Source: an optimization exercise on an open RTL-to-GDS flow (aim: small area and a short achievable clock period). Production flows keep margins and buffers that such runs may drop. No functional check of the RTL was part of any run shown here.

**config.mk**
```make
export PLATFORM = sky130hd
export DESIGN_NAME = xgmii_rx_top
export DESIGN_NICKNAME = xgmii_rx_top
export VERILOG_FILES = /design/flow/design.v
export SDC_FILE = /design/flow/constraint.sdc
export NUM_CORES = 4
export LEC_CHECK = 0
export CAP_MARGIN = 20
export CORE_MARGIN = 2
export CORE_UTILIZATION = 65
export CTS_CLUSTER_DIAMETER = 120
export CTS_CLUSTER_SIZE = 25
export SLEW_MARGIN = 20
export SYNTH_HIERARCHICAL = 1
export BUFFER_PORTS_ARGS = -buffer_cell sky130_fd_sc_hd__buf_1
export SETUP_SLACK_MARGIN = 7.4
```
**constraint.sdc**
```tcl
create_clock -name core_clock -period 10.5 [get_ports {clk}]
set_input_delay 2.1000 -clock core_clock [delete_from_list [all_inputs] [get_ports {clk}]]
set_output_delay 2.1000 -clock core_clock [all_outputs]
set_load 0.01 [all_outputs]
```
**design.v**
```verilog
package xgmii_rx_pkg;
    localparam logic [7:0] XGMII_START = 8'hFB;
    localparam logic [7:0] XGMII_TERM  = 8'hFD;
    localparam logic [7:0] XGMII_IDLE  = 8'h07;
    localparam int DATA_W = 64;
    localparam int LANES  = 8;
    typedef logic [13:0] frame_len_t;
    typedef enum logic [3:0] {
        RUNT,
        FRAGMENT,
        SZ_64,
        SZ_65_127,
        SZ_128_255,
        SZ_256_511,
        SZ_512_1023,
        SZ_1024_MAX,
        OVERSIZE,
        JABBER
    } size_class_t;
    localparam logic [31:0] CRC_PRESET = 32'hFFFF_FFFF;
    function automatic logic [31:0] crc_check_const(input logic [2:0] t);
        case (t)
            3'd0:    crc_check_const = 32'hDEBB201E;
            3'd1:    crc_check_const = 32'h00BE26ED;
            3'd2:    crc_check_const = 32'hBE26ED00;
            3'd3:    crc_check_const = 32'h2DFD1072;
            3'd4:    crc_check_const = 32'hFFFFFFFF;
            3'd5:    crc_check_const = 32'h62932081;
            3'd6:    crc_check_const = 32'h4E3D5E5C;
            default: crc_check_const = 32'h39DD08E2;
        endcase
    endfunction
endpackage
`timescale 1ns/100ps
module xgmii_frame_parser
(
    input  logic        clk,
    input  logic        inv_aresetn,
    input  logic [63:0] xgmii_data_i,
    input  logic [7:0]  xgmii_ctrl_i,
    output logic [63:0] word_o,
    output logic        word_start_o,
    output logic [2:0]  check_lane_o,
    input  logic        crc_match_i,
    output logic [63:0] axis_tdata_o,
    output logic [7:0]  axis_tkeep_o,
    output logic        axis_tvalid_o,
    output logic        axis_tlast_o,
    output logic        axis_tuser_o,
    output logic [10:0] words_o,
    output logic [2:0]  len_lo_o
);
    typedef enum logic [1:0] {
        ST_IDLE,
        ST_DATA,
        ST_TAIL
    } state_t;
    logic [63:0] data_mask;
    logic [2:0]  term_lane;
    logic        is_start;
    logic [7:0]  term_at;
    logic        to_tail;
    always_comb begin
        for (int i = 0; i < xgmii_rx_pkg::LANES; i++) begin
            data_mask[8*i +: 8] = {8{(i == 0 || !xgmii_ctrl_i[i]) && (i >= 4 || !to_tail)}};
        end
    end
    always_comb begin
        term_lane = '0;
        for (int i = xgmii_rx_pkg::LANES - 1; i >= 0; i--) begin
            if (xgmii_ctrl_i[i]) begin
                term_lane = 3'(i);
            end
        end
    end
    assign is_start = (xgmii_ctrl_i == 8'h01) && (xgmii_data_i[7:0] == xgmii_rx_pkg::XGMII_START);
    always_comb begin
        for (int i = 0; i < xgmii_rx_pkg::LANES; i++) begin
            term_at[i] = (xgmii_data_i[8*i +: 8] == xgmii_rx_pkg::XGMII_TERM) && ((xgmii_ctrl_i >> i) == (8'hFF >> i));
        end
    end
    logic        w_ctrl_q;
    logic [2:0]  w_lane_q;
    logic [7:0]  w_term_at_q;
    logic        w_term_ok_q;
    logic        w_start_q;
    logic [63:0] w_data_q;
    logic [63:0] hold_q;
    always_ff @(posedge clk) begin
        w_data_q    <= xgmii_data_i & data_mask;
        w_ctrl_q    <= |xgmii_ctrl_i;
        w_lane_q    <= term_lane;
        w_term_at_q <= term_at;
        w_start_q   <= is_start && !inv_aresetn;
        hold_q      <= w_data_q;
    end
    assign w_term_ok_q  = w_term_at_q[w_lane_q];
    assign word_o       = w_data_q;
    assign word_start_o = w_start_q;
    state_t      state_q;
    state_t      state_d;
    logic        held_vld_q;
    logic        held_vld_d;
    logic [2:0]  tail_lane_q;
    logic        tail_ok_q;
    logic [10:0] words_q;
    logic [10:0] words_d;
    logic [2:0]  len_lo_q;
    logic        cnt_inc_q;
    logic        cnt_first_q;
    logic        cnt_zero_q;
    logic        good;
    logic        tvalid_d;
    logic        tlast_d;
    logic [7:0]  tkeep_d;
    logic        tuser_d;
    logic [2:0]  len_lo_d;
    assign check_lane_o = (state_q == ST_TAIL) ? tail_lane_q : w_lane_q;
    assign good         = crc_match_i && ((state_q == ST_TAIL) ? tail_ok_q : w_term_ok_q);
    assign to_tail      = (state_d == ST_TAIL);
    assign words_o  = words_q;
    assign len_lo_o = len_lo_q;
    always_comb begin
        state_d    = state_q;
        held_vld_d = held_vld_q;
        tvalid_d   = 1'b0;
        tlast_d    = 1'b0;
        tkeep_d    = 8'hFF;
        tuser_d    = good;
        len_lo_d   = 3'd4;
        case (state_q)
            ST_IDLE: begin
                if (w_start_q) begin
                    state_d    = ST_DATA;
                    held_vld_d = 1'b0;
                end
            end
            ST_DATA: begin
                if (!w_ctrl_q) begin
                    tvalid_d   = held_vld_q;
                    held_vld_d = 1'b1;
                end else begin
                    held_vld_d = 1'b0;
                    state_d    = ST_IDLE;
                    tvalid_d   = held_vld_q;
                    if (!w_term_ok_q) begin
                        tlast_d = 1'b1;
                    end else if (w_lane_q < 3'd4) begin
                        tlast_d = 1'b1;
                        tkeep_d  = 8'hFF >> (3'd4 - w_lane_q);
                        len_lo_d = w_lane_q;
                    end else if (w_lane_q == 3'd4) begin
                        tlast_d = 1'b1;
                    end else begin
                        state_d = ST_TAIL;
                    end
                end
            end
            ST_TAIL: begin
                tvalid_d   = 1'b1;
                tlast_d    = 1'b1;
                tkeep_d    = 8'hFF >> (4'd12 - {1'b0, tail_lane_q});
                len_lo_d   = tail_lane_q;
                held_vld_d = 1'b0;
                state_d    = w_start_q ? ST_DATA : ST_IDLE;
            end
            default: begin
                state_d = ST_IDLE;
            end
        endcase
    end
    always_comb begin
        if (cnt_inc_q) begin
            words_d = cnt_first_q ? 11'd1 : words_q + 11'd1;
        end else if (cnt_zero_q) begin
            words_d = '0;
        end else begin
            words_d = words_q;
        end
    end
    always_ff @(posedge clk) begin
        axis_tdata_o <= hold_q;
        axis_tkeep_o <= tkeep_d;
        axis_tlast_o <= tlast_d;
        words_q      <= words_d;
        cnt_inc_q    <= (state_q == ST_DATA) && !w_ctrl_q;
        cnt_first_q  <= !held_vld_q;
        cnt_zero_q   <= (state_q == ST_DATA) && w_ctrl_q && !held_vld_q;
        tail_lane_q  <= w_lane_q;
        tail_ok_q    <= w_term_ok_q;
        if (tvalid_d && tlast_d) begin
            axis_tuser_o <= tuser_d;
            len_lo_q     <= len_lo_d;
        end
        if (inv_aresetn) begin
            state_q       <= ST_IDLE;
            held_vld_q    <= 1'b0;
            axis_tvalid_o <= 1'b0;
        end else begin
            state_q       <= state_d;
            held_vld_q    <= held_vld_d;
            axis_tvalid_o <= tvalid_d;
        end
    end
endmodule
`timescale 1ns/100ps
module xgmii_crc_check
(
    input  logic        clk,
    input  logic [63:0] word_i,
    input  logic        word_start_i,
    input  logic [2:0]  check_lane_i,
    output logic        crc_match_o
);
    logic [31:0] crc_q;
    logic [31:0] x;
    logic [31:0] d_hi;
    logic [31:0] nxt;
    assign x    = crc_q ^ word_i[31:0];
    assign d_hi = word_i[63:32];
    logic [380:0] t;
    crc_xor2 u_x0 (.a(x[3]), .b(x[13]), .y(t[0]));
    crc_xor2 u_x1 (.a(x[11]), .b(x[12]), .y(t[1]));
    crc_xor2 u_x2 (.a(d_hi[7]), .b(x[19]), .y(t[2]));
    crc_xor2 u_x3 (.a(d_hi[0]), .b(d_hi[22]), .y(t[3]));
    crc_xor2 u_x4 (.a(x[6]), .b(x[16]), .y(t[4]));
    crc_xor2 u_x5 (.a(x[4]), .b(x[9]), .y(t[5]));
    crc_xor2 u_x6 (.a(x[5]), .b(x[31]), .y(t[6]));
    crc_xor2 u_x7 (.a(d_hi[4]), .b(x[7]), .y(t[7]));
    crc_xor2 u_x8 (.a(d_hi[5]), .b(x[8]), .y(t[8]));
    crc_xor2 u_x9 (.a(d_hi[24]), .b(x[10]), .y(t[9]));
    crc_xor2 u_x10 (.a(d_hi[23]), .b(x[30]), .y(t[10]));
    crc_xor2 u_x11 (.a(d_hi[15]), .b(t[0]), .y(t[11]));
    crc_xor2 u_x12 (.a(d_hi[2]), .b(d_hi[26]), .y(t[12]));
    crc_xor2 u_x13 (.a(d_hi[3]), .b(d_hi[6]), .y(t[13]));
    crc_xor2 u_x14 (.a(d_hi[11]), .b(x[14]), .y(t[14]));
    crc_xor2 u_x15 (.a(d_hi[12]), .b(x[15]), .y(t[15]));
    crc_xor2 u_x16 (.a(d_hi[19]), .b(t[2]), .y(t[16]));
    crc_xor2 u_x17 (.a(d_hi[14]), .b(d_hi[30]), .y(t[17]));
    crc_xor2 u_x18 (.a(d_hi[16]), .b(d_hi[28]), .y(t[18]));
    crc_xor2 u_x19 (.a(d_hi[18]), .b(d_hi[25]), .y(t[19]));
    crc_xor2 u_x20 (.a(d_hi[13]), .b(d_hi[29]), .y(t[20]));
    crc_xor2 u_x21 (.a(d_hi[21]), .b(x[26]), .y(t[21]));
    crc_xor2 u_x22 (.a(x[1]), .b(x[21]), .y(t[22]));
    crc_xor2 u_x23 (.a(d_hi[27]), .b(x[22]), .y(t[23]));
    crc_xor2 u_x24 (.a(t[3]), .b(x[27]), .y(t[24]));
    crc_xor2 u_x25 (.a(d_hi[20]), .b(x[25]), .y(t[25]));
    crc_xor2 u_x26 (.a(d_hi[31]), .b(x[17]), .y(t[26]));
    crc_xor2 u_x27 (.a(x[0]), .b(x[2]), .y(t[27]));
    crc_xor2 u_x28 (.a(d_hi[8]), .b(x[20]), .y(t[28]));
    crc_xor2 u_x29 (.a(d_hi[9]), .b(t[1]), .y(t[29]));
    crc_xor2 u_x30 (.a(d_hi[1]), .b(d_hi[10]), .y(t[30]));
    crc_xor2 u_x31 (.a(d_hi[17]), .b(t[6]), .y(t[31]));
    crc_xor2 u_x32 (.a(t[5]), .b(t[10]), .y(t[32]));
    crc_xor2 u_x33 (.a(x[18]), .b(x[23]), .y(t[33]));
    crc_xor2 u_x34 (.a(x[28]), .b(x[29]), .y(t[34]));
    crc_xor2 u_x35 (.a(d_hi[31]), .b(t[8]), .y(t[35]));
    crc_xor2 u_x36 (.a(t[4]), .b(t[13]), .y(t[36]));
    crc_xor2 u_x37 (.a(t[7]), .b(t[17]), .y(t[37]));
    crc_xor2 u_x38 (.a(t[9]), .b(t[31]), .y(t[38]));
    crc_xor2 u_x39 (.a(t[12]), .b(x[24]), .y(t[39]));
    crc_xor2 u_x40 (.a(t[24]), .b(x[11]), .y(t[40]));
    crc_xor2 u_x41 (.a(d_hi[0]), .b(t[15]), .y(t[41]));
    crc_xor2 u_x42 (.a(d_hi[25]), .b(d_hi[29]), .y(t[42]));
    crc_xor2 u_x43 (.a(d_hi[2]), .b(x[5]), .y(t[43]));
    crc_xor2 u_x44 (.a(d_hi[3]), .b(x[23]), .y(t[44]));
    crc_xor2 u_x45 (.a(d_hi[30]), .b(x[8]), .y(t[45]));
    crc_xor2 u_x46 (.a(x[24]), .b(x[25]), .y(t[46]));
    crc_xor2 u_x47 (.a(x[18]), .b(x[29]), .y(t[47]));
    crc_xor2 u_x48 (.a(d_hi[9]), .b(t[14]), .y(t[48]));
    crc_xor2 u_x49 (.a(d_hi[27]), .b(t[28]), .y(t[49]));
    crc_xor2 u_x50 (.a(t[26]), .b(x[21]), .y(t[50]));
    crc_xor2 u_x51 (.a(t[25]), .b(t[34]), .y(t[51]));
    crc_xor2 u_x52 (.a(d_hi[6]), .b(t[33]), .y(t[52]));
    crc_xor2 u_x53 (.a(t[5]), .b(t[23]), .y(t[53]));
    crc_xor2 u_x54 (.a(d_hi[28]), .b(t[22]), .y(t[54]));
    crc_xor2 u_x55 (.a(t[18]), .b(t[32]), .y(t[55]));
    crc_xor2 u_x56 (.a(t[16]), .b(x[1]), .y(t[56]));
    crc_xor2 u_x57 (.a(t[11]), .b(x[16]), .y(t[57]));
    crc_xor2 u_x58 (.a(d_hi[11]), .b(d_hi[17]), .y(t[58]));
    crc_xor2 u_x59 (.a(d_hi[5]), .b(d_hi[7]), .y(t[59]));
    crc_xor2 u_x60 (.a(d_hi[3]), .b(x[4]), .y(t[60]));
    crc_xor2 u_x61 (.a(x[12]), .b(x[28]), .y(t[61]));
    crc_xor2 u_x62 (.a(d_hi[10]), .b(x[22]), .y(t[62]));
    crc_xor2 u_x63 (.a(d_hi[16]), .b(x[14]), .y(t[63]));
    crc_xor2 u_x64 (.a(d_hi[13]), .b(x[2]), .y(t[64]));
    crc_xor2 u_x65 (.a(d_hi[26]), .b(t[30]), .y(t[65]));
    crc_xor2 u_x66 (.a(d_hi[23]), .b(x[7]), .y(t[66]));
    crc_xor2 u_x67 (.a(x[5]), .b(x[30]), .y(t[67]));
    crc_xor2 u_x68 (.a(x[2]), .b(x[27]), .y(t[68]));
    crc_xor2 u_x69 (.a(t[3]), .b(x[10]), .y(t[69]));
    crc_xor2 u_x70 (.a(d_hi[1]), .b(x[15]), .y(t[70]));
    crc_xor2 u_x71 (.a(t[19]), .b(t[20]), .y(t[71]));
    crc_xor2 u_x72 (.a(x[12]), .b(x[13]), .y(t[72]));
    crc_xor2 u_x73 (.a(t[58]), .b(x[20]), .y(t[73]));
    crc_xor2 u_x74 (.a(t[61]), .b(x[31]), .y(t[74]));
    crc_xor2 u_x75 (.a(t[28]), .b(x[3]), .y(t[75]));
    crc_xor2 u_x76 (.a(t[8]), .b(t[14]), .y(t[76]));
    crc_xor2 u_x77 (.a(d_hi[2]), .b(t[27]), .y(t[77]));
    crc_xor2 u_x78 (.a(t[6]), .b(t[39]), .y(t[78]));
    crc_xor2 u_x79 (.a(d_hi[4]), .b(t[40]), .y(t[79]));
    crc_xor2 u_x80 (.a(t[36]), .b(t[54]), .y(t[80]));
    crc_xor2 u_x81 (.a(d_hi[15]), .b(t[35]), .y(t[81]));
    crc_xor2 u_x82 (.a(t[29]), .b(x[9]), .y(t[82]));
    crc_xor2 u_x83 (.a(t[21]), .b(t[50]), .y(t[83]));
    crc_xor2 u_x84 (.a(d_hi[7]), .b(d_hi[24]), .y(t[84]));
    crc_xor2 u_x85 (.a(d_hi[14]), .b(d_hi[18]), .y(t[85]));
    crc_xor2 u_x86 (.a(d_hi[18]), .b(x[30]), .y(t[86]));
    crc_xor2 u_x87 (.a(d_hi[23]), .b(x[28]), .y(t[87]));
    crc_xor2 u_x88 (.a(x[14]), .b(x[26]), .y(t[88]));
    crc_xor2 u_x89 (.a(t[12]), .b(t[30]), .y(t[89]));
    crc_xor2 u_x90 (.a(t[30]), .b(x[15]), .y(t[90]));
    crc_xor2 u_x91 (.a(t[19]), .b(x[0]), .y(t[91]));
    crc_xor2 u_x92 (.a(d_hi[14]), .b(x[7]), .y(t[92]));
    crc_xor2 u_x93 (.a(t[17]), .b(x[6]), .y(t[93]));
    crc_xor2 u_x94 (.a(d_hi[17]), .b(x[18]), .y(t[94]));
    crc_xor2 u_x95 (.a(x[0]), .b(x[4]), .y(t[95]));
    crc_xor2 u_x96 (.a(t[59]), .b(x[17]), .y(t[96]));
    crc_xor2 u_x97 (.a(t[18]), .b(t[20]), .y(t[97]));
    crc_xor2 u_x98 (.a(d_hi[8]), .b(x[24]), .y(t[98]));
    crc_xor2 u_x99 (.a(d_hi[12]), .b(t[19]), .y(t[99]));
    crc_xor2 u_x100 (.a(x[10]), .b(x[17]), .y(t[100]));
    crc_xor2 u_x101 (.a(t[23]), .b(x[16]), .y(t[101]));
    crc_xor2 u_x102 (.a(t[25]), .b(t[43]), .y(t[102]));
    crc_xor2 u_x103 (.a(t[46]), .b(x[3]), .y(t[103]));
    crc_xor2 u_x104 (.a(t[10]), .b(t[23]), .y(t[104]));
    crc_xor2 u_x105 (.a(t[4]), .b(x[24]), .y(t[105]));
    crc_xor2 u_x106 (.a(t[47]), .b(t[62]), .y(t[106]));
    crc_xor2 u_x107 (.a(t[92]), .b(x[19]), .y(t[107]));
    crc_xor2 u_x108 (.a(t[4]), .b(t[94]), .y(t[108]));
    crc_xor2 u_x109 (.a(t[1]), .b(t[71]), .y(t[109]));
    crc_xor2 u_x110 (.a(d_hi[24]), .b(t[0]), .y(t[110]));
    crc_xor2 u_x111 (.a(t[27]), .b(t[72]), .y(t[111]));
    crc_xor2 u_x112 (.a(t[7]), .b(t[22]), .y(t[112]));
    crc_xor2 u_x113 (.a(t[7]), .b(x[6]), .y(t[113]));
    crc_xor2 u_x114 (.a(t[15]), .b(x[26]), .y(t[114]));
    crc_xor2 u_x115 (.a(t[9]), .b(t[14]), .y(t[115]));
    crc_xor2 u_x116 (.a(d_hi[20]), .b(t[15]), .y(t[116]));
    crc_xor2 u_x117 (.a(d_hi[22]), .b(t[1]), .y(t[117]));
    crc_xor2 u_x118 (.a(t[24]), .b(t[46]), .y(t[118]));
    crc_xor2 u_x119 (.a(t[39]), .b(t[44]), .y(t[119]));
    crc_xor2 u_x120 (.a(t[21]), .b(t[69]), .y(t[120]));
    crc_xor2 u_x121 (.a(t[60]), .b(t[96]), .y(t[121]));
    crc_xor2 u_x122 (.a(t[63]), .b(x[13]), .y(t[122]));
    crc_xor2 u_x123 (.a(t[20]), .b(t[21]), .y(t[123]));
    crc_xor2 u_x124 (.a(t[66]), .b(t[89]), .y(t[124]));
    crc_xor2 u_x125 (.a(t[98]), .b(x[29]), .y(t[125]));
    crc_xor2 u_x126 (.a(d_hi[1]), .b(t[2]), .y(t[126]));
    crc_xor2 u_x127 (.a(d_hi[7]), .b(t[27]), .y(t[127]));
    crc_xor2 u_x128 (.a(d_hi[29]), .b(t[11]), .y(t[128]));
    crc_xor2 u_x129 (.a(t[37]), .b(t[53]), .y(t[129]));
    crc_xor2 u_x130 (.a(t[51]), .b(t[75]), .y(t[130]));
    crc_xor2 u_x131 (.a(t[41]), .b(t[102]), .y(t[131]));
    crc_xor2 u_x132 (.a(t[26]), .b(t[37]), .y(t[132]));
    crc_xor2 u_x133 (.a(t[45]), .b(t[101]), .y(t[133]));
    crc_xor2 u_x134 (.a(t[49]), .b(t[76]), .y(t[134]));
    crc_xor2 u_x135 (.a(t[65]), .b(t[113]), .y(t[135]));
    crc_xor2 u_x136 (.a(t[18]), .b(t[36]), .y(t[136]));
    crc_xor2 u_x137 (.a(d_hi[21]), .b(t[41]), .y(t[137]));
    crc_xor2 u_x138 (.a(t[16]), .b(t[26]), .y(t[138]));
    crc_xor2 u_x139 (.a(d_hi[6]), .b(t[48]), .y(t[139]));
    crc_xor2 u_x140 (.a(t[68]), .b(t[117]), .y(t[140]));
    crc_xor2 u_x141 (.a(d_hi[12]), .b(t[40]), .y(t[141]));
    crc_xor2 u_x142 (.a(t[29]), .b(t[49]), .y(t[142]));
    crc_xor2 u_x143 (.a(t[70]), .b(t[77]), .y(t[143]));
    crc_xor2 u_x144 (.a(t[2]), .b(t[53]), .y(t[144]));
    crc_xor2 u_x145 (.a(t[11]), .b(t[90]), .y(t[145]));
    crc_xor2 u_x146 (.a(t[37]), .b(t[123]), .y(t[146]));
    crc_xor2 u_x147 (.a(d_hi[25]), .b(t[35]), .y(t[147]));
    crc_xor2 u_x148 (.a(t[38]), .b(t[42]), .y(t[148]));
    crc_xor2 u_x149 (.a(t[57]), .b(t[132]), .y(t[149]));
    crc_xor2 u_x150 (.a(d_hi[22]), .b(t[56]), .y(t[150]));
    crc_xor2 u_x151 (.a(d_hi[28]), .b(t[83]), .y(t[151]));
    crc_xor2 u_x152 (.a(t[56]), .b(x[22]), .y(t[152]));
    crc_xor2 u_x153 (.a(t[80]), .b(t[137]), .y(t[153]));
    crc_xor2 u_x154 (.a(t[116]), .b(t[134]), .y(t[154]));
    crc_xor2 u_x155 (.a(t[38]), .b(t[87]), .y(t[155]));
    crc_xor2 u_x156 (.a(t[79]), .b(t[108]), .y(t[156]));
    crc_xor2 u_x157 (.a(t[97]), .b(t[131]), .y(t[157]));
    crc_xor2 u_x158 (.a(d_hi[20]), .b(t[12]), .y(t[158]));
    crc_xor2 u_x159 (.a(x[1]), .b(t[63]), .y(t[159]));
    crc_xor2 u_x160 (.a(t[100]), .b(t[158]), .y(t[160]));
    crc_xor2 u_x161 (.a(t[32]), .b(t[36]), .y(t[161]));
    crc_xor2 u_x162 (.a(t[75]), .b(t[126]), .y(t[162]));
    crc_xor2 u_x163 (.a(t[159]), .b(t[160]), .y(t[163]));
    crc_xor2 u_x164 (.a(t[79]), .b(t[161]), .y(t[164]));
    crc_xor2 u_x165 (.a(t[162]), .b(t[163]), .y(t[165]));
    crc_xor2 u_x166 (.a(d_hi[21]), .b(x[18]), .y(t[166]));
    crc_xor2 u_x167 (.a(x[21]), .b(t[7]), .y(t[167]));
    crc_xor2 u_x168 (.a(t[166]), .b(t[121]), .y(t[168]));
    crc_xor2 u_x169 (.a(t[167]), .b(t[142]), .y(t[169]));
    crc_xor2 u_x170 (.a(t[143]), .b(t[168]), .y(t[170]));
    crc_xor2 u_x171 (.a(t[155]), .b(t[169]), .y(t[171]));
    crc_xor2 u_x172 (.a(d_hi[4]), .b(d_hi[8]), .y(t[172]));
    crc_xor2 u_x173 (.a(t[3]), .b(x[19]), .y(t[173]));
    crc_xor2 u_x174 (.a(t[172]), .b(t[8]), .y(t[174]));
    crc_xor2 u_x175 (.a(t[43]), .b(t[91]), .y(t[175]));
    crc_xor2 u_x176 (.a(t[173]), .b(t[29]), .y(t[176]));
    crc_xor2 u_x177 (.a(t[106]), .b(t[110]), .y(t[177]));
    crc_xor2 u_x178 (.a(t[174]), .b(t[175]), .y(t[178]));
    crc_xor2 u_x179 (.a(t[80]), .b(t[176]), .y(t[179]));
    crc_xor2 u_x180 (.a(t[177]), .b(t[178]), .y(t[180]));
    crc_xor2 u_x181 (.a(d_hi[5]), .b(t[13]), .y(t[181]));
    crc_xor2 u_x182 (.a(t[42]), .b(x[17]), .y(t[182]));
    crc_xor2 u_x183 (.a(x[20]), .b(x[23]), .y(t[183]));
    crc_xor2 u_x184 (.a(t[181]), .b(t[182]), .y(t[184]));
    crc_xor2 u_x185 (.a(t[183]), .b(t[32]), .y(t[185]));
    crc_xor2 u_x186 (.a(t[48]), .b(t[111]), .y(t[186]));
    crc_xor2 u_x187 (.a(t[184]), .b(t[135]), .y(t[187]));
    crc_xor2 u_x188 (.a(t[185]), .b(t[186]), .y(t[188]));
    crc_xor2 u_x189 (.a(t[152]), .b(t[187]), .y(t[189]));
    crc_xor2 u_x190 (.a(d_hi[10]), .b(d_hi[30]), .y(t[190]));
    crc_xor2 u_x191 (.a(t[190]), .b(t[0]), .y(t[191]));
    crc_xor2 u_x192 (.a(t[9]), .b(t[52]), .y(t[192]));
    crc_xor2 u_x193 (.a(t[78]), .b(t[112]), .y(t[193]));
    crc_xor2 u_x194 (.a(t[127]), .b(t[191]), .y(t[194]));
    crc_xor2 u_x195 (.a(t[192]), .b(t[193]), .y(t[195]));
    crc_xor2 u_x196 (.a(t[194]), .b(t[154]), .y(t[196]));
    crc_xor2 u_x197 (.a(d_hi[8]), .b(x[11]), .y(t[197]));
    crc_xor2 u_x198 (.a(t[64]), .b(t[197]), .y(t[198]));
    crc_xor2 u_x199 (.a(t[48]), .b(t[103]), .y(t[199]));
    crc_xor2 u_x200 (.a(t[198]), .b(t[144]), .y(t[200]));
    crc_xor2 u_x201 (.a(t[147]), .b(t[199]), .y(t[201]));
    crc_xor2 u_x202 (.a(t[153]), .b(t[200]), .y(t[202]));
    crc_xor2 u_x203 (.a(x[1]), .b(x[6]), .y(t[203]));
    crc_xor2 u_x204 (.a(t[10]), .b(t[44]), .y(t[204]));
    crc_xor2 u_x205 (.a(t[62]), .b(t[68]), .y(t[205]));
    crc_xor2 u_x206 (.a(t[88]), .b(t[203]), .y(t[206]));
    crc_xor2 u_x207 (.a(t[29]), .b(t[107]), .y(t[207]));
    crc_xor2 u_x208 (.a(t[204]), .b(t[205]), .y(t[208]));
    crc_xor2 u_x209 (.a(t[206]), .b(t[207]), .y(t[209]));
    crc_xor2 u_x210 (.a(t[208]), .b(t[157]), .y(t[210]));
    crc_xor2 u_x211 (.a(d_hi[24]), .b(x[8]), .y(t[211]));
    crc_xor2 u_x212 (.a(x[27]), .b(t[27]), .y(t[212]));
    crc_xor2 u_x213 (.a(t[44]), .b(t[73]), .y(t[213]));
    crc_xor2 u_x214 (.a(t[211]), .b(t[74]), .y(t[214]));
    crc_xor2 u_x215 (.a(t[105]), .b(t[212]), .y(t[215]));
    crc_xor2 u_x216 (.a(t[213]), .b(t[145]), .y(t[216]));
    crc_xor2 u_x217 (.a(t[146]), .b(t[214]), .y(t[217]));
    crc_xor2 u_x218 (.a(t[215]), .b(t[216]), .y(t[218]));
    crc_xor2 u_x219 (.a(d_hi[2]), .b(d_hi[16]), .y(t[219]));
    crc_xor2 u_x220 (.a(t[219]), .b(t[5]), .y(t[220]));
    crc_xor2 u_x221 (.a(t[22]), .b(t[34]), .y(t[221]));
    crc_xor2 u_x222 (.a(t[99]), .b(t[76]), .y(t[222]));
    crc_xor2 u_x223 (.a(t[118]), .b(t[220]), .y(t[223]));
    crc_xor2 u_x224 (.a(t[221]), .b(t[222]), .y(t[224]));
    crc_xor2 u_x225 (.a(t[223]), .b(t[149]), .y(t[225]));
    crc_xor2 u_x226 (.a(t[43]), .b(t[64]), .y(t[226]));
    crc_xor2 u_x227 (.a(t[114]), .b(t[226]), .y(t[227]));
    crc_xor2 u_x228 (.a(t[81]), .b(t[130]), .y(t[228]));
    crc_xor2 u_x229 (.a(t[227]), .b(t[152]), .y(t[229]));
    crc_xor2 u_x230 (.a(t[156]), .b(t[228]), .y(t[230]));
    crc_xor2 u_x231 (.a(t[12]), .b(t[59]), .y(t[231]));
    crc_xor2 u_x232 (.a(t[85]), .b(x[14]), .y(t[232]));
    crc_xor2 u_x233 (.a(x[23]), .b(t[34]), .y(t[233]));
    crc_xor2 u_x234 (.a(t[64]), .b(t[231]), .y(t[234]));
    crc_xor2 u_x235 (.a(t[232]), .b(t[29]), .y(t[235]));
    crc_xor2 u_x236 (.a(t[112]), .b(t[120]), .y(t[236]));
    crc_xor2 u_x237 (.a(t[233]), .b(t[234]), .y(t[237]));
    crc_xor2 u_x238 (.a(t[235]), .b(t[236]), .y(t[238]));
    crc_xor2 u_x239 (.a(d_hi[14]), .b(d_hi[19]), .y(t[239]));
    crc_xor2 u_x240 (.a(t[13]), .b(t[239]), .y(t[240]));
    crc_xor2 u_x241 (.a(t[8]), .b(t[240]), .y(t[241]));
    crc_xor2 u_x242 (.a(t[104]), .b(t[125]), .y(t[242]));
    crc_xor2 u_x243 (.a(t[241]), .b(t[140]), .y(t[243]));
    crc_xor2 u_x244 (.a(t[145]), .b(t[242]), .y(t[244]));
    crc_xor2 u_x245 (.a(d_hi[2]), .b(d_hi[4]), .y(t[245]));
    crc_xor2 u_x246 (.a(t[84]), .b(x[23]), .y(t[246]));
    crc_xor2 u_x247 (.a(t[245]), .b(t[25]), .y(t[247]));
    crc_xor2 u_x248 (.a(t[246]), .b(t[74]), .y(t[248]));
    crc_xor2 u_x249 (.a(t[247]), .b(t[55]), .y(t[249]));
    crc_xor2 u_x250 (.a(t[57]), .b(t[139]), .y(t[250]));
    crc_xor2 u_x251 (.a(t[248]), .b(t[249]), .y(t[251]));
    crc_xor2 u_x252 (.a(d_hi[10]), .b(t[21]), .y(t[252]));
    crc_xor2 u_x253 (.a(t[41]), .b(t[121]), .y(t[253]));
    crc_xor2 u_x254 (.a(t[122]), .b(t[125]), .y(t[254]));
    crc_xor2 u_x255 (.a(t[252]), .b(t[253]), .y(t[255]));
    crc_xor2 u_x256 (.a(t[254]), .b(t[148]), .y(t[256]));
    crc_xor2 u_x257 (.a(d_hi[8]), .b(d_hi[13]), .y(t[257]));
    crc_xor2 u_x258 (.a(d_hi[26]), .b(d_hi[30]), .y(t[258]));
    crc_xor2 u_x259 (.a(t[19]), .b(x[25]), .y(t[259]));
    crc_xor2 u_x260 (.a(t[257]), .b(t[258]), .y(t[260]));
    crc_xor2 u_x261 (.a(t[67]), .b(t[70]), .y(t[261]));
    crc_xor2 u_x262 (.a(t[259]), .b(t[260]), .y(t[262]));
    crc_xor2 u_x263 (.a(t[261]), .b(t[262]), .y(t[263]));
    crc_xor2 u_x264 (.a(t[139]), .b(t[263]), .y(t[264]));
    crc_xor2 u_x265 (.a(d_hi[5]), .b(d_hi[9]), .y(t[265]));
    crc_xor2 u_x266 (.a(d_hi[27]), .b(t[85]), .y(t[266]));
    crc_xor2 u_x267 (.a(t[265]), .b(t[4]), .y(t[267]));
    crc_xor2 u_x268 (.a(t[266]), .b(t[74]), .y(t[268]));
    crc_xor2 u_x269 (.a(t[114]), .b(t[124]), .y(t[269]));
    crc_xor2 u_x270 (.a(t[267]), .b(t[138]), .y(t[270]));
    crc_xor2 u_x271 (.a(t[268]), .b(t[269]), .y(t[271]));
    crc_xor2 u_x272 (.a(d_hi[13]), .b(d_hi[27]), .y(t[272]));
    crc_xor2 u_x273 (.a(x[8]), .b(x[11]), .y(t[273]));
    crc_xor2 u_x274 (.a(t[272]), .b(t[47]), .y(t[274]));
    crc_xor2 u_x275 (.a(t[273]), .b(t[11]), .y(t[275]));
    crc_xor2 u_x276 (.a(t[115]), .b(t[274]), .y(t[276]));
    crc_xor2 u_x277 (.a(t[55]), .b(t[135]), .y(t[277]));
    crc_xor2 u_x278 (.a(t[275]), .b(t[276]), .y(t[278]));
    crc_xor2 u_x279 (.a(t[150]), .b(t[277]), .y(t[279]));
    crc_xor2 u_x280 (.a(t[1]), .b(t[77]), .y(t[280]));
    crc_xor2 u_x281 (.a(t[107]), .b(t[55]), .y(t[281]));
    crc_xor2 u_x282 (.a(t[280]), .b(t[148]), .y(t[282]));
    crc_xor2 u_x283 (.a(t[154]), .b(t[281]), .y(t[283]));
    crc_xor2 u_x284 (.a(d_hi[26]), .b(x[20]), .y(t[284]));
    crc_xor2 u_x285 (.a(t[45]), .b(t[71]), .y(t[285]));
    crc_xor2 u_x286 (.a(t[284]), .b(t[11]), .y(t[286]));
    crc_xor2 u_x287 (.a(t[285]), .b(t[38]), .y(t[287]));
    crc_xor2 u_x288 (.a(t[82]), .b(t[286]), .y(t[288]));
    crc_xor2 u_x289 (.a(t[153]), .b(t[287]), .y(t[289]));
    crc_xor2 u_x290 (.a(d_hi[19]), .b(t[4]), .y(t[290]));
    crc_xor2 u_x291 (.a(t[65]), .b(t[69]), .y(t[291]));
    crc_xor2 u_x292 (.a(t[50]), .b(t[109]), .y(t[292]));
    crc_xor2 u_x293 (.a(t[122]), .b(t[127]), .y(t[293]));
    crc_xor2 u_x294 (.a(t[290]), .b(t[291]), .y(t[294]));
    crc_xor2 u_x295 (.a(t[129]), .b(t[292]), .y(t[295]));
    crc_xor2 u_x296 (.a(t[293]), .b(t[294]), .y(t[296]));
    crc_xor2 u_x297 (.a(x[15]), .b(t[24]), .y(t[297]));
    crc_xor2 u_x298 (.a(t[33]), .b(t[67]), .y(t[298]));
    crc_xor2 u_x299 (.a(t[72]), .b(t[73]), .y(t[299]));
    crc_xor2 u_x300 (.a(t[16]), .b(t[297]), .y(t[300]));
    crc_xor2 u_x301 (.a(t[298]), .b(t[299]), .y(t[301]));
    crc_xor2 u_x302 (.a(t[81]), .b(t[129]), .y(t[302]));
    crc_xor2 u_x303 (.a(t[136]), .b(t[300]), .y(t[303]));
    crc_xor2 u_x304 (.a(t[301]), .b(t[302]), .y(t[304]));
    crc_xor2 u_x305 (.a(x[7]), .b(x[28]), .y(t[305]));
    crc_xor2 u_x306 (.a(t[86]), .b(t[95]), .y(t[306]));
    crc_xor2 u_x307 (.a(t[305]), .b(t[31]), .y(t[307]));
    crc_xor2 u_x308 (.a(t[35]), .b(t[54]), .y(t[308]));
    crc_xor2 u_x309 (.a(t[119]), .b(t[306]), .y(t[309]));
    crc_xor2 u_x310 (.a(t[128]), .b(t[141]), .y(t[310]));
    crc_xor2 u_x311 (.a(t[307]), .b(t[308]), .y(t[311]));
    crc_xor2 u_x312 (.a(t[309]), .b(t[310]), .y(t[312]));
    crc_xor2 u_x313 (.a(t[20]), .b(t[86]), .y(t[313]));
    crc_xor2 u_x314 (.a(t[100]), .b(t[16]), .y(t[314]));
    crc_xor2 u_x315 (.a(t[78]), .b(t[313]), .y(t[315]));
    crc_xor2 u_x316 (.a(t[130]), .b(t[133]), .y(t[316]));
    crc_xor2 u_x317 (.a(t[140]), .b(t[314]), .y(t[317]));
    crc_xor2 u_x318 (.a(t[315]), .b(t[316]), .y(t[318]));
    crc_xor2 u_x319 (.a(d_hi[0]), .b(d_hi[3]), .y(t[319]));
    crc_xor2 u_x320 (.a(d_hi[19]), .b(x[0]), .y(t[320]));
    crc_xor2 u_x321 (.a(x[31]), .b(t[319]), .y(t[321]));
    crc_xor2 u_x322 (.a(t[0]), .b(t[33]), .y(t[322]));
    crc_xor2 u_x323 (.a(t[93]), .b(t[320]), .y(t[323]));
    crc_xor2 u_x324 (.a(t[321]), .b(t[32]), .y(t[324]));
    crc_xor2 u_x325 (.a(t[51]), .b(t[322]), .y(t[325]));
    crc_xor2 u_x326 (.a(t[323]), .b(t[142]), .y(t[326]));
    crc_xor2 u_x327 (.a(t[324]), .b(t[325]), .y(t[327]));
    crc_xor2 u_x328 (.a(t[151]), .b(t[326]), .y(t[328]));
    crc_xor2 u_x329 (.a(t[84]), .b(t[28]), .y(t[329]));
    crc_xor2 u_x330 (.a(t[66]), .b(t[78]), .y(t[330]));
    crc_xor2 u_x331 (.a(t[106]), .b(t[329]), .y(t[331]));
    crc_xor2 u_x332 (.a(t[82]), .b(t[83]), .y(t[332]));
    crc_xor2 u_x333 (.a(t[128]), .b(t[136]), .y(t[333]));
    crc_xor2 u_x334 (.a(t[330]), .b(t[331]), .y(t[334]));
    crc_xor2 u_x335 (.a(t[332]), .b(t[333]), .y(t[335]));
    crc_xor2 u_x336 (.a(t[42]), .b(t[22]), .y(t[336]));
    crc_xor2 u_x337 (.a(t[25]), .b(t[73]), .y(t[337]));
    crc_xor2 u_x338 (.a(t[52]), .b(t[110]), .y(t[338]));
    crc_xor2 u_x339 (.a(t[124]), .b(t[336]), .y(t[339]));
    crc_xor2 u_x340 (.a(t[337]), .b(t[82]), .y(t[340]));
    crc_xor2 u_x341 (.a(t[133]), .b(t[338]), .y(t[341]));
    crc_xor2 u_x342 (.a(t[339]), .b(t[340]), .y(t[342]));
    crc_xor2 u_x343 (.a(d_hi[10]), .b(t[45]), .y(t[343]));
    crc_xor2 u_x344 (.a(t[99]), .b(t[111]), .y(t[344]));
    crc_xor2 u_x345 (.a(t[115]), .b(t[119]), .y(t[345]));
    crc_xor2 u_x346 (.a(t[343]), .b(t[144]), .y(t[346]));
    crc_xor2 u_x347 (.a(t[344]), .b(t[345]), .y(t[347]));
    crc_xor2 u_x348 (.a(t[151]), .b(t[346]), .y(t[348]));
    crc_xor2 u_x349 (.a(d_hi[1]), .b(d_hi[11]), .y(t[349]));
    crc_xor2 u_x350 (.a(d_hi[25]), .b(x[13]), .y(t[350]));
    crc_xor2 u_x351 (.a(t[349]), .b(t[95]), .y(t[351]));
    crc_xor2 u_x352 (.a(t[350]), .b(t[52]), .y(t[352]));
    crc_xor2 u_x353 (.a(t[104]), .b(t[105]), .y(t[353]));
    crc_xor2 u_x354 (.a(t[351]), .b(t[138]), .y(t[354]));
    crc_xor2 u_x355 (.a(t[352]), .b(t[353]), .y(t[355]));
    crc_xor2 u_x356 (.a(t[157]), .b(t[354]), .y(t[356]));
    crc_xor2 u_x357 (.a(t[52]), .b(t[103]), .y(t[357]));
    crc_xor2 u_x358 (.a(t[38]), .b(t[55]), .y(t[358]));
    crc_xor2 u_x359 (.a(t[141]), .b(t[146]), .y(t[359]));
    crc_xor2 u_x360 (.a(t[357]), .b(t[358]), .y(t[360]));
    crc_xor2 u_x361 (.a(x[4]), .b(x[26]), .y(t[361]));
    crc_xor2 u_x362 (.a(t[93]), .b(t[361]), .y(t[362]));
    crc_xor2 u_x363 (.a(t[109]), .b(t[118]), .y(t[363]));
    crc_xor2 u_x364 (.a(t[126]), .b(t[362]), .y(t[364]));
    crc_xor2 u_x365 (.a(t[81]), .b(t[363]), .y(t[365]));
    crc_xor2 u_x366 (.a(t[364]), .b(t[155]), .y(t[366]));
    crc_xor2 u_x367 (.a(x[12]), .b(t[9]), .y(t[367]));
    crc_xor2 u_x368 (.a(t[60]), .b(t[67]), .y(t[368]));
    crc_xor2 u_x369 (.a(t[88]), .b(t[91]), .y(t[369]));
    crc_xor2 u_x370 (.a(t[51]), .b(t[367]), .y(t[370]));
    crc_xor2 u_x371 (.a(t[368]), .b(t[369]), .y(t[371]));
    crc_xor2 u_x372 (.a(t[370]), .b(t[371]), .y(t[372]));
    crc_xor2 u_x373 (.a(t[149]), .b(t[150]), .y(t[373]));
    crc_xor2 u_x374 (.a(t[13]), .b(x[9]), .y(t[374]));
    crc_xor2 u_x375 (.a(t[6]), .b(t[47]), .y(t[375]));
    crc_xor2 u_x376 (.a(t[374]), .b(t[16]), .y(t[376]));
    crc_xor2 u_x377 (.a(t[120]), .b(t[375]), .y(t[377]));
    crc_xor2 u_x378 (.a(t[57]), .b(t[143]), .y(t[378]));
    crc_xor2 u_x379 (.a(t[147]), .b(t[376]), .y(t[379]));
    crc_xor2 u_x380 (.a(t[377]), .b(t[378]), .y(t[380]));
    crc_xor2 u_n0 (.a(t[164]), .b(t[165]), .y(nxt[0]));
    crc_xor2 u_n1 (.a(t[170]), .b(t[171]), .y(nxt[1]));
    crc_xor2 u_n2 (.a(t[179]), .b(t[180]), .y(nxt[2]));
    crc_xor2 u_n3 (.a(t[188]), .b(t[189]), .y(nxt[3]));
    crc_xor2 u_n4 (.a(t[195]), .b(t[196]), .y(nxt[4]));
    crc_xor2 u_n5 (.a(t[201]), .b(t[202]), .y(nxt[5]));
    crc_xor2 u_n6 (.a(t[209]), .b(t[210]), .y(nxt[6]));
    crc_xor2 u_n7 (.a(t[217]), .b(t[218]), .y(nxt[7]));
    crc_xor2 u_n8 (.a(t[224]), .b(t[225]), .y(nxt[8]));
    crc_xor2 u_n9 (.a(t[229]), .b(t[230]), .y(nxt[9]));
    crc_xor2 u_n10 (.a(t[237]), .b(t[238]), .y(nxt[10]));
    crc_xor2 u_n11 (.a(t[243]), .b(t[244]), .y(nxt[11]));
    crc_xor2 u_n12 (.a(t[250]), .b(t[251]), .y(nxt[12]));
    crc_xor2 u_n13 (.a(t[255]), .b(t[256]), .y(nxt[13]));
    crc_xor2 u_n14 (.a(t[156]), .b(t[264]), .y(nxt[14]));
    crc_xor2 u_n15 (.a(t[270]), .b(t[271]), .y(nxt[15]));
    crc_xor2 u_n16 (.a(t[278]), .b(t[279]), .y(nxt[16]));
    crc_xor2 u_n17 (.a(t[282]), .b(t[283]), .y(nxt[17]));
    crc_xor2 u_n18 (.a(t[288]), .b(t[289]), .y(nxt[18]));
    crc_xor2 u_n19 (.a(t[295]), .b(t[296]), .y(nxt[19]));
    crc_xor2 u_n20 (.a(t[303]), .b(t[304]), .y(nxt[20]));
    crc_xor2 u_n21 (.a(t[311]), .b(t[312]), .y(nxt[21]));
    crc_xor2 u_n22 (.a(t[317]), .b(t[318]), .y(nxt[22]));
    crc_xor2 u_n23 (.a(t[327]), .b(t[328]), .y(nxt[23]));
    crc_xor2 u_n24 (.a(t[334]), .b(t[335]), .y(nxt[24]));
    crc_xor2 u_n25 (.a(t[341]), .b(t[342]), .y(nxt[25]));
    crc_xor2 u_n26 (.a(t[347]), .b(t[348]), .y(nxt[26]));
    crc_xor2 u_n27 (.a(t[355]), .b(t[356]), .y(nxt[27]));
    crc_xor2 u_n28 (.a(t[359]), .b(t[360]), .y(nxt[28]));
    crc_xor2 u_n29 (.a(t[365]), .b(t[366]), .y(nxt[29]));
    crc_xor2 u_n30 (.a(t[372]), .b(t[373]), .y(nxt[30]));
    crc_xor2 u_n31 (.a(t[379]), .b(t[380]), .y(nxt[31]));
    assign crc_match_o = (x == xgmii_rx_pkg::crc_check_const(check_lane_i));
    always_ff @(posedge clk) begin
        if (word_start_i) begin
            crc_q <= xgmii_rx_pkg::CRC_PRESET;
        end else begin
            crc_q <= nxt;
        end
    end
endmodule
module crc_xor2
(
    input  logic a,
    input  logic b,
    output logic y
);
    assign y = a ^ b;
endmodule
`timescale 1ns/100ps
module rx_frame_stats
#(
    parameter int MAX_FRAME_LEN = 1518
) (
    input  logic        clk,
    input  logic        inv_aresetn,
    input  logic        tvalid_i,
    input  logic        tlast_i,
    input  logic        tuser_i,
    input  logic [10:0] words_i,
    input  logic [2:0]  len_lo_i,
    output logic        stat_valid_o,
    output logic        stat_crc_ok_o,
    output logic [13:0] stat_len_o,
    output logic [3:0]  stat_size_o,
    output logic [31:0] good_frames_o,
    output logic [31:0] bad_frames_o
);
    logic frame_end;
    xgmii_rx_pkg::frame_len_t frame_len;
    function automatic xgmii_rx_pkg::size_class_t classify(input xgmii_rx_pkg::frame_len_t len, input logic crc_ok);
        if (len < 14'd64) begin
            classify = crc_ok ? xgmii_rx_pkg::RUNT : xgmii_rx_pkg::FRAGMENT;
        end else if (len == 14'd64) begin
            classify = xgmii_rx_pkg::SZ_64;
        end else if (len < 14'd128) begin
            classify = xgmii_rx_pkg::SZ_65_127;
        end else if (len < 14'd256) begin
            classify = xgmii_rx_pkg::SZ_128_255;
        end else if (len < 14'd512) begin
            classify = xgmii_rx_pkg::SZ_256_511;
        end else if (len < 14'd1024) begin
            classify = xgmii_rx_pkg::SZ_512_1023;
        end else if (len <= 14'(MAX_FRAME_LEN)) begin
            classify = xgmii_rx_pkg::SZ_1024_MAX;
        end else begin
            classify = crc_ok ? xgmii_rx_pkg::OVERSIZE : xgmii_rx_pkg::JABBER;
        end
    endfunction
    assign frame_end  = tvalid_i && tlast_i;
    function automatic logic [31:0] inc_toggle(input logic [31:0] cnt, input logic en);
        logic [7:0] c;
        c[0] = en;
        for (int k = 1; k < 8; k++) begin
            c[k] = c[k-1] & (&cnt[4*(k-1) +: 4]);
        end
        for (int k = 0; k < 8; k++) begin
            inc_toggle[4*k] = c[k];
            for (int j = 1; j < 4; j++) begin
                inc_toggle[4*k+j] = inc_toggle[4*k+j-1] & cnt[4*k+j-1];
            end
        end
    endfunction
    assign frame_len     = {words_i, len_lo_i};
    assign stat_len_o    = frame_len;
    assign stat_crc_ok_o = tuser_i;
    always_ff @(posedge clk) begin
        stat_size_o   <= classify(frame_len, tuser_i);
        if (inv_aresetn) begin
            stat_valid_o  <= 1'b0;
            good_frames_o <= '0;
            bad_frames_o  <= '0;
        end else begin
            stat_valid_o <= frame_end;
            good_frames_o <= good_frames_o ^ inc_toggle(good_frames_o, frame_end && tuser_i);
            bad_frames_o  <= bad_frames_o ^ inc_toggle(bad_frames_o, frame_end && !tuser_i);
        end
    end
endmodule
`timescale 1ns/100ps
module xgmii_rx_top
#(
    parameter int MAX_FRAME_LEN = 1518
) (
    input  logic        clk,
    input  logic        inv_aresetn,
    input  logic [63:0] xgmii_data_i,
    input  logic [7:0]  xgmii_ctrl_i,
    output logic [63:0] axis_tdata_o,
    output logic [7:0]  axis_tkeep_o,
    output logic        axis_tvalid_o,
    output logic        axis_tlast_o,
    output logic        axis_tuser_o,
    output logic        stat_valid_o,
    output logic        stat_crc_ok_o,
    output logic [13:0] stat_len_o,
    output logic [3:0]  stat_size_o,
    output logic [31:0] good_frames_o,
    output logic [31:0] bad_frames_o
);
    logic [63:0] word;
    logic        word_start;
    logic [2:0]  check_lane;
    logic        crc_match;
    logic [10:0] words;
    logic [2:0]  len_lo;
    xgmii_frame_parser u_parser (
        .clk           (clk),
        .inv_aresetn   (inv_aresetn),
        .xgmii_data_i  (xgmii_data_i),
        .xgmii_ctrl_i  (xgmii_ctrl_i),
        .word_o        (word),
        .word_start_o  (word_start),
        .check_lane_o  (check_lane),
        .crc_match_i   (crc_match),
        .axis_tdata_o  (axis_tdata_o),
        .axis_tkeep_o  (axis_tkeep_o),
        .axis_tvalid_o (axis_tvalid_o),
        .axis_tlast_o  (axis_tlast_o),
        .axis_tuser_o  (axis_tuser_o),
        .words_o       (words),
        .len_lo_o      (len_lo)
    );
    xgmii_crc_check u_crc_check (
        .clk          (clk),
        .word_i       (word),
        .word_start_i (word_start),
        .check_lane_i (check_lane),
        .crc_match_o  (crc_match)
    );
    rx_frame_stats #(
        .MAX_FRAME_LEN (MAX_FRAME_LEN)
    ) u_stats (
        .clk           (clk),
        .inv_aresetn   (inv_aresetn),
        .tvalid_i      (axis_tvalid_o),
        .tlast_i       (axis_tlast_o),
        .tuser_i       (axis_tuser_o),
        .words_i       (words),
        .len_lo_i      (len_lo),
        .stat_valid_o  (stat_valid_o),
        .stat_crc_ok_o (stat_crc_ok_o),
        .stat_len_o    (stat_len_o),
        .stat_size_o   (stat_size_o),
        .good_frames_o (good_frames_o),
        .bad_frames_o  (bad_frames_o)
    );
endmodule
```
**flow/run.sh**
```bash
#!/bin/bash
# Standard layout (settings from config.mk via config.mk) plus the settings
# in flow/extra.mk: plain buf_1 port buffers instead of the default
# delay-cell buffers, and a larger setup margin for timing repair.
set -e
cp config.mk config_in.log
cat flow/extra.mk >> config.mk
bash standard.sh > standard.log 2>&1
```
**flow/extra.mk**
```make
export BUFFER_PORTS_ARGS = -buffer_cell sky130_fd_sc_hd__buf_1
export SETUP_SLACK_MARGIN = 7.4
```
**standard.sh**
```bash
#!/bin/bash
# synth_recipe.tcl (not shown) runs the flow's synth.tcl, then flattens the netlist and writes it again
# the make line also repeats each setting of config.mk as NAME=value (left out here)
make -C /OpenROAD-flow-scripts/flow DESIGN_CONFIG=/design/flow/config.mk WORK_HOME=/design/flow/orfs CLKGATE_MAP_FILE= SYNTH_SCRIPT=/design/flow/synth_recipe.tcl "${@:-finish}"
```
==> flow_summary.json, run 1 <==
{
  "routed-via-count": 12223,
  "cts_tree": "done",
  "cts_htree_levels": 1,
  "path_cells": "buf_1",
  "timing.slew.headroom": 0.2517,
  "finalCriticalPeriod_ps": 3300,
  "finalWorstSetupSlack_ps": 7200,
  "synth_sequential_area_ratio": 0.4422,
  "numCtsBuffers": 17,
  "synth_area_um2": 15780,
  "min_path_type": "reg2reg",
  "detailedPlace.worstSlack_ps": 6862,
  "overflow": 0,
  "final_core_utilization": 0.7901,
  "critical-path-slowest-cell": "sky130_fd_sc_hd__edfxtp_1",
  "first_pass_grt_wire_length_um": 68320,
  "drt_iter0_markers": 1316,
  "numClockSinks": 341,
  "synth_compound_gate_area_share": 0.07003,
  "netlist_top_cells_area": "sky130_fd_sc_hd__dfxtp_1 41%, sky130_fd_sc_hd__xor2_1 24%, sky130_fd_sc_hd__ha_1 4.8%",
  "grt_usage": 0.3491,
  "synth.top_cells.by_count": "437 x sky130_fd_sc_hd__xor2_1, 326 x sky130_fd_sc_hd__dfxtp_1, 90 x sky130_fd_sc_hd__nor2b_1",
  "layout_worst_path_cycle_share": 0.3143,
  "remaining_drc_errors": 0,
  "syn-instance-count": 1466,
  "crit_arrival_ps": 1200,
  "synth.top_cell.area_share": 0.4137,
  "cp_top_family": "flip-flops",
  "netlist.top_cell.by_area": "sky130_fd_sc_hd__dfxtp_1",
  "area_delta_synth_final_pct": 20.73,
  "number_of_standard_cell_rows_in_the_floorplan": 57,
  "port-buffer-count": 232,
  "setup_repair_after_global_routing_missed_its_margin": "true",
  "path_class": "reg2out",
  "synth.area.mux_share": 0.009358,
  "cts.reportedPaths.clkPinSlew_ps": 110,
  "crit_path_max_incr_delay_ps": 510,
  "worstMarginPinSlew_ps": 1122,
  "synth.net_count": 1600,
  "synth_simple_gate_area_frac": 0.1249,
  "synth_fa_ha_area_frac": 0.04822,
  "wl_per_cell_um": 24.19,
  "final-setup-viol-count": 0,
  "hpwl_um": 33290,
  "initial_utilization": 0.6545,
  "skew_ps": 21.25,
  "outcome": "finished clean",
  "largest_family_of_logic_cells_by_synthesized_area": "XOR/XNOR gates",
  "synth-xor-area-share": 0.2681,
  "clock.fmax_mhz": 303.0,
  "ys.warnings.count": 9,
  "place.gp.congestion": 1.066,
  "io-pin-count": 233,
  "synth_register_bits": 341,
  "setup_total_negative_slack_ps": 0,
  "fp.dieW_um": 159.8,
  "cp_num_buf_inv": 1,
  "setup.worst_path.start_class": "register",
  "drt-pass1-iter-count": 7,
  "floorplan.die_area_um2": 25530,
  "critical_path_peak_fanout": 3,
  "synth_enable_flop_cells": 15,
  "vias_per_cell": 5.801,
  "drt.antenna.violating_nets": 0,
  "postSynth.topFlopCell": "sky130_fd_sc_hd__dfxtp_1",
  "cts_buffer_depth": 3,
  "final_layout_size_suffix_gt1_frac": 0.2771,
  "cts_root_buf": "sky130_fd_sc_hd__clkbuf_16",
  "hold_buf_count_cts": 0,
  "post_synth.cell_area_avg_um2": 10.76,
  "synthMostInstantiatedCell": "sky130_fd_sc_hd__xor2_1",
  "first_global_vias": 11418,
  "route.final.wire_length_um": 50980,
  "core-area_um2": 24110,
  "synthArstFlopShare": 0,
  "finalMaxSlewViolations": 0,
  "grt_start_max_net_pins": 71,
  "max_cap_viol_count": 0,
  "critical_path_required_ps": 8400,
  "worstSkewPairLatency_ps": 510,
  "die_h_um": 159.8,
  "diodes_inserted": 0,
  "yosys.cell_types.count": 78,
  "grt_antenna_before_repair": 1,
  "design.final.nets": 1913,
  "setup.worst_path.end_class": "output pin",
  "hold_violations": 0
}
## registers in the layout, indices dropped and copies added, names as in the netlist, 4 cells and up
signal and count:
u_stats.good_frames_o 32, u_parser.axis_tkeep_o 8, u_stats.stat_size_o 4, u_crc_check.crc_q 32
u_parser.words_q 11, u_parser.axis_tdata_o 64, u_parser.hold_q 64, u_stats.bad_frames_o 32
u_parser.w_term_at_q 8, u_parser.w_data_q 64
## cell families (layout without fill, tap and decap cells)
| logic type | count (synthesis) | after routing |
|---|---|---|
| adders and majority gates | 61 | 61 |
| and+or+nand+nor | 326 | 326 |
| muxes | 11 | 11 |
| DFF | 341 | 341 |
| AOI/OAI and AO/OA | 127 | 127 |
| buffers and inverters | 124 | 441 |
| xor gates and xnor gates | 476 | 476 |
## routing by layer
metal	routed length, um	global-route usage	share of wire	up-vias
met5	11	0	0.00022	-
met4	3492	0.1642	0.069	2
met3	4009	0.05221	0.079	207
met2	23810	0.5913	0.47	740
met1	19650	0.4409	0.39	5866
li1	-	-	-	5408
## cell usage in the layout (no fill, tap or decap), types with 14 or more instances in the layout
master / Yosys / routed
sky130_fd_sc_hd__buf_2: 5 / 62
sky130_fd_sc_hd__ha_1: 60 / 59
sky130_fd_sc_hd__nor2b_1: 90 / 88
sky130_fd_sc_hd__clkbuf_2: 2 / 45
sky130_fd_sc_hd__dfxtp_2: 0 / 78
sky130_fd_sc_hd__buf_1: 4 / 87
sky130_fd_sc_hd__nand4_1: 28 / 28
sky130_fd_sc_hd__buf_6: 6 / 40
sky130_fd_sc_hd__nand2_1: 25 / 25
sky130_fd_sc_hd__inv_1: 72 / 71
sky130_fd_sc_hd__o21ai_0: 27 / 24
sky130_fd_sc_hd__xnor2_1: 31 / 30
sky130_fd_sc_hd__edfxtp_1: 15 / 15
sky130_fd_sc_hd__a21oi_1: 18 / 17
sky130_fd_sc_hd__dfxtp_1: 326 / 246
sky130_fd_sc_hd__clkbuf_16: 0 / 17
sky130_fd_sc_hd__nor2_1: 47 / 45
sky130_fd_sc_hd__a211oi_1: 14 / 14
sky130_fd_sc_hd__a2111oi_2: 18 / 18
sky130_fd_sc_hd__nor3_1: 20 / 19
sky130_fd_sc_hd__or2_2: 33 / 33
sky130_fd_sc_hd__xor2_2: 5 / 37
sky130_fd_sc_hd__xor2_1: 437 / 397
sky130_fd_sc_hd__nand3_1: 14 / 14
sky130_fd_sc_hd__buf_4: 18 / 110
## Yosys stat by module, one instance, submodules excluded, a selection
| module | area [um2] | cells inside | flops+latches | times used |
|---|---|---|---|---|
| xgmii_frame_parser | 7004 | 539 | 240 | 1 |
| xgmii_crc_check | 2102 | 235 | 32 | 1 |
| crc_xor2 | 8.758 | 1 | 0 | 413 |
## repair_timing
action / CTS / global route
setup buffers: 42 / 54
gates cloned: 0 / 0
pin swaps: 0 / 2
resized for setup: 186 / 142
setup endpoints to repair: 137 / 138
## cell type report
class | instances | area (um2)
clock buffer | 22 | 444.2
inverter | 72 | 274.0
clock inverter | 1 | 11.26
timing repair buffer | 346 | 2168
multi-input combinational | 1001 | 8662
fill | 1472 | 5059
tap | 324 | 405.4
sequential | 341 | 7082
## through the flow
step / hold slack, ps / cell area (um2) / instances
finish: 308.6 / 19050 / 2107
global route: 312.8 / 19050 / 2107
detailed placement: 312.1 / 16880 / 1987
floorplan: 309.6 / 15780 / 1466
CTS: 312.8 / 18050 / 2052
global placement: 309.7 / 16880 / 1987
## path summary, 6_finish.rpt
kind                                            start                   endpoint  slack [ps]  cells after the start
worst max-delay path            u_parser.axis_tuser_o               axis_tuser_o        7200                      1
worst min-delay path              u_parser.hold_q[42]  u_parser.axis_tdata_o[42]         310                      0
worst max register to register  u_parser.w_data_q[25]       u_crc_check.crc_q[6]        7400                      8
worst min register to register    u_parser.hold_q[42]  u_parser.axis_tdata_o[42]         310                      0
==> run 2: changes to the inputs <==
==> flow/extra.mk (replaced) <==
export BUFFER_PORTS_ARGS = -buffer_cell sky130_fd_sc_hd__buf_1
export SETUP_SLACK_MARGIN = 7.0
--- a/config.mk
+++ b/config.mk
@@ -8,5 +8,5 @@
 export CAP_MARGIN = 20
 export CORE_MARGIN = 2
-export CORE_UTILIZATION = 65
+export CORE_UTILIZATION = 55
 export CTS_CLUSTER_DIAMETER = 120
 export CTS_CLUSTER_SIZE = 25
@@ -14,3 +14,3 @@
 export SYNTH_HIERARCHICAL = 1
 export BUFFER_PORTS_ARGS = -buffer_cell sky130_fd_sc_hd__buf_1
-export SETUP_SLACK_MARGIN = 7.4
+export SETUP_SLACK_MARGIN = 7.0
==> run 2 against run 1 <==
Critical path type is now reg2reg. Design area decreased by 8.1%. Synthesized area did not move. Worst hold slack improved by 21 ps. Largest cell class unchanged.
==> flow_summary.json, run 2 <==
{
  "outcome": "finished clean",
  "remaining_drc_errors": 0,
  "finalWorstSetupSlack_ps": 7079,
  "grt_usage": 0.2909,
  "cts_root_buf": "sky130_fd_sc_hd__clkbuf_16",
  "synth.top_cell.area_share": 0.4137,
  "ys.warnings.count": 9,
  "wl_per_cell_um": 21.59,
  "netlist_top_cells_area": "sky130_fd_sc_hd__dfxtp_1 41%, sky130_fd_sc_hd__xor2_1 24%, sky130_fd_sc_hd__ha_1 4.8%",
  "die_h_um": 173.4,
  "syn-instance-count": 1466,
  "critical_path_required_ps": 10920,
  "post_synth.cell_area_avg_um2": 10.76,
  "finalMaxSlewViolations": 0,
  "whs_ps": 329.1,
  "cts_htree_levels": 1,
  "synthMostInstantiatedCell": "sky130_fd_sc_hd__xor2_1",
  "number_of_standard_cell_rows_in_the_floorplan": 62,
  "first_pass_grt_wire_length_um": 65960,
  "netlist.top_cell.by_area": "sky130_fd_sc_hd__dfxtp_1",
  "timing.slew.headroom": 0.3647,
  "cts_setup_buffers": 0,
  "critical-path-slowest-cell": "sky130_fd_sc_hd__xor2_1",
  "core-area_um2": 28470,
  "setup_repair_after_global_routing_missed_its_margin": "false",
  "initial_utilization": 0.5541,
  "routed-via-count": 11246,
  "synth.top_cells.by_count": "437 x sky130_fd_sc_hd__xor2_1, 326 x sky130_fd_sc_hd__dfxtp_1, 90 x sky130_fd_sc_hd__nor2b_1",
  "mostFrequentLayoutCell": "sky130_fd_sc_hd__xor2_1",
  "drt_iter0_markers": 929,
  "path_class": "reg2reg",
  "path_cells": "xnor2_1, inv_1, xor2_1, xor2_1, xor2_1, xor2_1, xor2_1, or2_2",
  "postSynth.topFlopCell": "sky130_fd_sc_hd__dfxtp_1",
  "worstMarginPinSlew_ps": 952.9,
  "setup_total_negative_slack_ps": 0,
  "area_delta_synth_final_pct": 10.96,
  "drt.antenna.violating_nets": 0,
  "cts.reportedPaths.clkPinSlew_ps": 100,
  "yosys.cell_types.count": 78,
  "synth_register_bits": 341,
  "cts_tree": "done",
  "design.final.nets": 1821,
  "drt-pass1-iter-count": 5,
  "final-setup-viol-count": 0,
  "hold_buf_count_cts": 0,
  "critical_path_peak_fanout": 4,
  "numClockSinks": 341,
  "min_path_type": "reg2reg",
  "synth.net_count": 1600,
  "numCtsBuffers": 17,
  "clock.fmax_mhz": 292.3,
  "max_cap_viol_count": 0,
  "crit_arrival_ps": 3840,
  "vias_per_cell": 5.415,
  "commonest_non_fill_non_tap_cells_in_the_layout": "432 x sky130_fd_sc_hd__xor2_1, 326 x sky130_fd_sc_hd__dfxtp_1, 231 x sky130_fd_sc_hd__buf_1",
  "fp.dieW_um": 173.4,
  "cts_buffer_depth": 3,
  "skew_ps": 29.55,
  "layout_worst_path_cycle_share": 0.3258,
  "synth_area_um2": 15780,
  "route.final.wire_length_um": 44850,
  "worstSkewPairLatency_ps": 540,
  "hpwl_um": 34520,
  "finalCriticalPeriod_ps": 3421,
  "io-pin-count": 233,
  "overflow": 0,
  "setup.worst_path.start_class": "register",
  "grt_start_max_net_pins": 71,
  "setup.worst_path.end_class": "register",
  "first_global_vias": 10466,
  "synth_enable_flop_cells": 15,
  "floorplan.die_area_um2": 30060,
  "detailedPlace.worstSlack_ps": 6934,
  "crit_path_max_incr_delay_ps": 510,
  "fillCellCount": 2487,
  "synthArstFlopShare": 0,
  "grt_antenna_before_repair": 0,
  "synth_sequential_area_ratio": 0.4422,
  "hold_violations": 0,
  "place.gp.congestion": 1.083,
  "timing.critical_path.mode_cell": "sky130_fd_sc_hd__xor2_1",
  "port-buffer-count": 232,
  "final_layout_size_suffix_gt1_frac": 0.08215,
  "layout_top_registers": "u_parser.axis_tdata_o (64), u_parser.hold_q (64), u_parser.w_data_q (64)"
}
[run 2: cell counts after synthesis]
Identical to the previous run, type by type.
[run 2: through the flow]
| step | area (um2) | std cells | util |
|---|---|---|---|
| detailed placement | 16990 | 2051 | 0.5966 |
| finish | 17510 | 2077 | 0.6149 |
| global route | 17500 | 2076 | 0.6148 |
| floorplan | 15780 | 1466 | - |
| CTS | 17460 | 2075 | 0.6132 |
| global placement | 16990 | 2051 | 0.5966 |
[run 2: modules after synthesis (local to each module, per instance), a selection]
module / cells inside / cell area [um2] / copies in the design
crc_xor2: 1 / 8.758 / 413
xgmii_frame_parser: 539 / 7004 / 1
xgmii_crc_check: 235 / 2102 / 1
[run 2: repair_timing]
| item | CTS | global route |
|---|---|---|
| setup endpoints to repair | 0 | 10 |
| hold endpoints to repair | 0 | 0 |
| resized for setup | 0 | 6 |
[run 2: layer usage]
layer,track usage,part of all wire
met4,0.09216,0.032
met1,0.4011,0.44
met3,0.04737,0.074
met5,0,0
met2,0.4683,0.46
[run 2: worst max-delay path, delay by kind of cell, from the launching register on]
kind	cells	cell delay (ps)
buf+inv	1	350
flops	1	370
xor+xnor	6	2280
simple gates	1	300
[run 2: layout make-up]
type,count,area (um2),share of cell area
Clock buffer,22,454.2,0.02595
Sequential cell,341,6977,0.3985
Clock inverter,2,17.52,0.001001
Inverter,72,270.3,0.01544
Multi-Input combinational cell,1001,8269,0.4724
Tap cell,384,480.5,0.02745
Timing Repair Buffer,254,1035,0.05911
Antenna cell,1,2.502,0.0001429
[run 2: final timing paths]
check	depth (start not counted)	end	from	slack, ps
hold reg to reg	0	u_parser.axis_tdata_o[37]	u_parser.hold_q[37]	330
setup reg to reg	8	u_crc_check.crc_q[14]	u_parser.w_data_q[14]	7080
setup / recovery	8	u_crc_check.crc_q[14]	u_parser.w_data_q[14]	7080
hold / removal	0	u_parser.axis_tdata_o[37]	u_parser.hold_q[37]	330
[run 2: cells by family (layout without fill, tap and decap cells)]
kind of cell             after synthesis  in the layout  synth area share
XOR/XNOR                             476            476            0.2681
flip-flops                           341            341            0.4422
AND/OR/NAND/NOR                      326            326            0.1249
AO/OA/AOI/OAI                        127            127           0.07003
buffers and inverters                124            350           0.03719
adder cells (fa/ha/maj)               61             61           0.04822
multiplexers                          11             11          0.009358
other                                  0              1                 0

port drivers added, routing unchanged:
No port has a modelled driver above. Below, the same layouts with a new extraction and two added sets of constraints. Step 1: set_driving_cell puts a clkbuf_16 on clk and a buf_2 on each other input, an assumption about the parent block. Step 2 also shifts input and output timing later by t, the mid clock arrival at the registers, as if the neighbouring blocks saw the same clock. Three values: ideal, step 1, step 2; two values: the first two.
run	t, ns	setup WS [ns]	worst register clock-pin slew, ns
run 1	0.555	7.200 / 7.148 / 6.986	0.11 / 0.11
run 2	0.576	7.079 / 7.079 / 6.910	0.10 / 0.10
After both steps every run listed still meets setup and hold. The setup slack of run 1, which loses most, moves by -0.052 ns with the drivers and by -0.214 ns with both steps.
